This design comes from an exercise in tuning for small area and a short achievable clock period on the open sky130 flow, not from production work. Only simulation tests tie the RTL to the original design; equivalence was not proved.

## branch lagoon
==> module imem_ram, before the edit <==
module imem_ram #(
    parameter int DEPTH = 64,
    parameter int AW    = $clog2(DEPTH)
) (
    input  logic             clk,
    input  logic [DEPTH-1:0] we,
    input  logic [31:0]      wdata,
    input  logic [DEPTH-1:0] rsel,
    output logic [31:0]      rdata
);
    logic [31:0] mem_r [DEPTH];
    for (genvar i = 0; i < DEPTH; i++) begin : g_word
        always_ff @(posedge clk) begin
            if (we[i]) begin
                mem_r[i] <= wdata;
            end
        end
    end
    logic [31:0] l1_s [DEPTH/2];
    logic [31:0] l2_s [DEPTH/8];
    logic [31:0] l3_s [DEPTH/32];
    for (genvar k = 0; k < DEPTH/2; k++) begin : g_l1
        assign l1_s[k] = (mem_r[2*k] & {32{rsel[2*k]}}) |
                         (mem_r[2*k+1] & {32{rsel[2*k+1]}});
    end
    for (genvar k = 0; k < DEPTH/8; k++) begin : g_l2
        assign l2_s[k] = l1_s[4*k] | l1_s[4*k+1] | l1_s[4*k+2] | l1_s[4*k+3];
    end
    for (genvar k = 0; k < DEPTH/32; k++) begin : g_l3
        assign l3_s[k] = l2_s[4*k] | l2_s[4*k+1] | l2_s[4*k+2] | l2_s[4*k+3];
    end
    assign rdata = l3_s[0] | l3_s[1];
endmodule
==> module instr_fetch_mem, before the edit <==
module instr_fetch_mem #(
    parameter int DEPTH = 64,
    parameter int AW    = $clog2(DEPTH)
) (
    input  logic              IF_clk,
    input  logic              rst,
    input  logic              ld_en,
    input  logic [AW-1:0]     ld_addr,
    input  logic [31:0]       ld_data,
    output logic              ld_busy,
    input  logic              req_valid,
    output logic              req_ready,
    input  logic [31:0]       pc,
    output logic              rsp_valid,
    input  logic              rsp_ready,
    output logic [5:0]        ins_Opcode,
    output logic [4:0]        ins_rs,
    output logic [4:0]        ins_rt,
    output logic [4:0]        ins_rd,
    output logic [5:0]        ins_func,
    output logic [25:0]       ins_imm,
    output logic [1:0]        rsp_fault
);
    logic             busy_r;
    logic             busy_we_r;
    logic             busy_wd_r;
    logic [AW-1:0]    clr_cnt_r;
    logic             run_r;
    logic             rdy_r;
    logic             busy_nxt_s;
    logic             rsp_valid_nxt_s;
    logic             rsp_valid_r;
    logic [1:0]       rsp_fault_r;
    logic [31:0]      word_r;
    logic             req_ready_s;
    logic             hs_s;
    logic             misalign_s;
    logic             range_s;
    logic [DEPTH-1:0] ram_we_s;
    logic [31:0]      ram_wdata_s;
    logic [31:0]      ram_rdata_s;
    logic [DEPTH-1:0] ram_rsel_s;
    assign busy_nxt_s = rst || (busy_r && (clr_cnt_r != AW'(DEPTH - 1)));
    always_ff @(posedge IF_clk) begin
        if (rst) begin
            clr_cnt_r <= {AW{1'b0}};
        end else if (busy_r) begin
            clr_cnt_r <= clr_cnt_r + {{(AW-1){1'b0}}, 1'b1};
        end
    end
    always_ff @(posedge IF_clk) begin
        busy_r <= busy_nxt_s;
        run_r  <= !busy_nxt_s;
        rdy_r  <= !busy_nxt_s && !rsp_valid_nxt_s;
    end
    always_ff @(posedge IF_clk) begin
        busy_we_r <= rst || (busy_we_r && (clr_cnt_r != AW'(DEPTH - 1)));
        busy_wd_r <= rst || (busy_wd_r && (clr_cnt_r != AW'(DEPTH - 1)));
    end
    assign req_ready_s = !ld_en && (rdy_r || (run_r && rsp_ready));
    assign hs_s        = req_valid && req_ready_s;
    assign misalign_s  = (pc[1:0] != 2'b00);
    assign range_s     = (pc[31:AW+2] != '0);
    for (genvar i = 0; i < DEPTH; i++) begin : g_we
        assign ram_we_s[i] = busy_we_r || (ld_en && (ld_addr == AW'(i)));
    end
    assign ram_wdata_s = busy_wd_r ? cpu_pkg::NOP_WORD : ld_data;
    for (genvar i = 0; i < DEPTH; i++) begin : g_rsel
        assign ram_rsel_s[i] = (pc[AW+1:2] == AW'(i));
    end
    imem_ram #(
        .DEPTH (DEPTH),
        .AW    (AW)
    ) u_ram (
        .clk   (IF_clk),
        .we    (ram_we_s),
        .wdata (ram_wdata_s),
        .rsel  (ram_rsel_s),
        .rdata (ram_rdata_s)
    );
    assign rsp_valid_nxt_s = !rst && (hs_s || (rsp_valid_r && !rsp_ready));
    always_ff @(posedge IF_clk) begin
        rsp_valid_r <= rsp_valid_nxt_s;
    end
    always_ff @(posedge IF_clk) begin
        if (rst) begin
            rsp_fault_r <= cpu_pkg::FLT_OK;
            word_r      <= cpu_pkg::NOP_WORD;
        end else if (hs_s) begin
            if (misalign_s) begin
                rsp_fault_r <= cpu_pkg::FLT_MISALIGN;
                word_r      <= cpu_pkg::NOP_WORD;
            end else if (range_s) begin
                rsp_fault_r <= cpu_pkg::FLT_RANGE;
                word_r      <= cpu_pkg::NOP_WORD;
            end else begin
                rsp_fault_r <= cpu_pkg::FLT_OK;
                word_r      <= ram_rdata_s;
            end
        end
    end
    assign ld_busy    = !run_r;
    assign req_ready  = req_ready_s;
    assign rsp_valid  = rsp_valid_r;
    assign rsp_fault  = rsp_fault_r;
    assign ins_Opcode = word_r[31:26];
    assign ins_rs     = word_r[25:21];
    assign ins_rt     = word_r[20:16];
    assign ins_rd     = word_r[15:11];
    assign ins_func   = word_r[5:0];
    assign ins_imm    = word_r[25:0];
endmodule
export LEC_CHECK = 0
export CAP_MARGIN = 20
export CORE_MARGIN = 2
export CORE_UTILIZATION = 55
export SETUP_SLACK_MARGIN = 2.5
export SLEW_MARGIN = 60
export BUFFER_PORTS_ARGS = -buffer_cell sky130_fd_sc_hd__buf_4
export CTS_ARGS = -sink_clustering_enable -repair_clock_nets -dont_use_dummy_load -sink_clustering_size 24 -sink_clustering_max_diameter 100
create_clock -name core_clock -period 5.0 [get_ports {IF_clk}]
standard.sh (not shown) runs the stock make flow with config.mk's settings and CLKGATE_MAP_FILE= SYNTH_SCRIPT=/design/flow/synth_recipe.tcl, a recipe that flattens the netlist after the stock synthesis.
==> flow/flow/run.sh <==
#!/bin/bash
set -e
cp standard.sh standard_sh.copy.log
cat >> config.mk <<'EOC'
export BUFFER_PORTS_ARGS = -buffer_cell sky130_fd_sc_hd__buf_4
export CTS_ARGS = -sink_clustering_enable -repair_clock_nets -dont_use_dummy_load -sink_clustering_size 24 -sink_clustering_max_diameter 100
EOC
cp config.mk config_mk.copy.log
bash standard.sh > run_standard.log 2>&1
branch lagoon went all the way through the flow, and no timing, DRC or antenna check failed.
### branch lagoon -> branch raven
--- a/flow/design.v
+++ b/flow/design.v
@@ -22,9 +22,9 @@
 ) (
     input  logic             clk,
     input  logic [DEPTH-1:0] we,
     input  logic [31:0]      wdata,
-    input  logic [DEPTH-1:0] rsel,
+    input  logic [AW-1:0]    raddr,
     output logic [31:0]      rdata
 );
     logic [31:0] mem_r [DEPTH];
     for (genvar i = 0; i < DEPTH; i++) begin : g_word
@@ -33,22 +33,9 @@
                 mem_r[i] <= wdata;
             end
         end
     end
-    logic [31:0] l1_s [DEPTH/2];
-    logic [31:0] l2_s [DEPTH/8];
-    logic [31:0] l3_s [DEPTH/32];
-    for (genvar k = 0; k < DEPTH/2; k++) begin : g_l1
-        assign l1_s[k] = (mem_r[2*k] & {32{rsel[2*k]}}) |
-                         (mem_r[2*k+1] & {32{rsel[2*k+1]}});
-    end
-    for (genvar k = 0; k < DEPTH/8; k++) begin : g_l2
-        assign l2_s[k] = l1_s[4*k] | l1_s[4*k+1] | l1_s[4*k+2] | l1_s[4*k+3];
-    end
-    for (genvar k = 0; k < DEPTH/32; k++) begin : g_l3
-        assign l3_s[k] = l2_s[4*k] | l2_s[4*k+1] | l2_s[4*k+2] | l2_s[4*k+3];
-    end
-    assign rdata = l3_s[0] | l3_s[1];
+    assign rdata = mem_r[raddr];
 endmodule
 module instr_fetch_mem #(
     parameter int DEPTH = 64,
     parameter int AW    = $clog2(DEPTH)
@@ -89,9 +76,8 @@
     logic             range_s;
     logic [DEPTH-1:0] ram_we_s;
     logic [31:0]      ram_wdata_s;
     logic [31:0]      ram_rdata_s;
-    logic [DEPTH-1:0] ram_rsel_s;
     assign busy_nxt_s = rst || (busy_r && (clr_cnt_r != AW'(DEPTH - 1)));
     always_ff @(posedge IF_clk) begin
         if (rst) begin
             clr_cnt_r <= {AW{1'b0}};
@@ -115,19 +101,16 @@
     for (genvar i = 0; i < DEPTH; i++) begin : g_we
         assign ram_we_s[i] = busy_we_r || (ld_en && (ld_addr == AW'(i)));
     end
     assign ram_wdata_s = busy_wd_r ? cpu_pkg::NOP_WORD : ld_data;
-    for (genvar i = 0; i < DEPTH; i++) begin : g_rsel
-        assign ram_rsel_s[i] = (pc[AW+1:2] == AW'(i));
-    end
     imem_ram #(
         .DEPTH (DEPTH),
         .AW    (AW)
     ) u_ram (
         .clk   (IF_clk),
         .we    (ram_we_s),
         .wdata (ram_wdata_s),
-        .rsel  (ram_rsel_s),
+        .raddr (pc[AW+1:2]),
         .rdata (ram_rdata_s)
     );
     assign rsp_valid_nxt_s = !rst && (hs_s || (rsp_valid_r && !rsp_ready));
     always_ff @(posedge IF_clk) begin
- Diff branch raven..branch lagoon | mapped cell area | negligible
- branch raven ended with more final cycle utilization of the critical path than branch lagoon.
- | post-synthesis compound-gate area fraction | lower: branch lagoon |
- Cmp branch lagoon and branch raven / detail-routed net length per standard cell / lower: branch raven
- branch raven vs. branch lagoon: number of gates given a new drive strength after cts grew by 69, number of signal-net inverters in the final layout lost 2, final critical-path setup slack now sits lower.
- Via count, branch lagoon and branch raven: higher on branch raven

==> re-timing with driven ports <==
In the flow no input, the clock included, has a driving cell. The finished layouts below were timed again as built, in two steps. Step 1: set_driving_cell puts a clkbuf_16 on IF_clk and a buf_2 on each other input, an assumption about the parent block. Step 2 adds t to the input delays and takes it off the output delays; t is the mean of the earliest and latest rising clock arrival at the registers after step 1. Input paths then give back, and output paths get back, about the clock's delay inside the block. Three values: ideal ports, drivers, drivers and shift; two values: the first two.
run	shift t [ns]	setup WS [ns]	worst setup path at the end
branch lagoon	0.811	2.436 / 2.184 / 1.373	input to register
branch raven	0.828	2.410 / 2.337 / 1.510	input to register
After both steps setup and hold are still met in every run listed. For branch lagoon, which loses most, drivers alone change the setup slack by -0.252 ns; drivers and shift together by -1.063 ns.
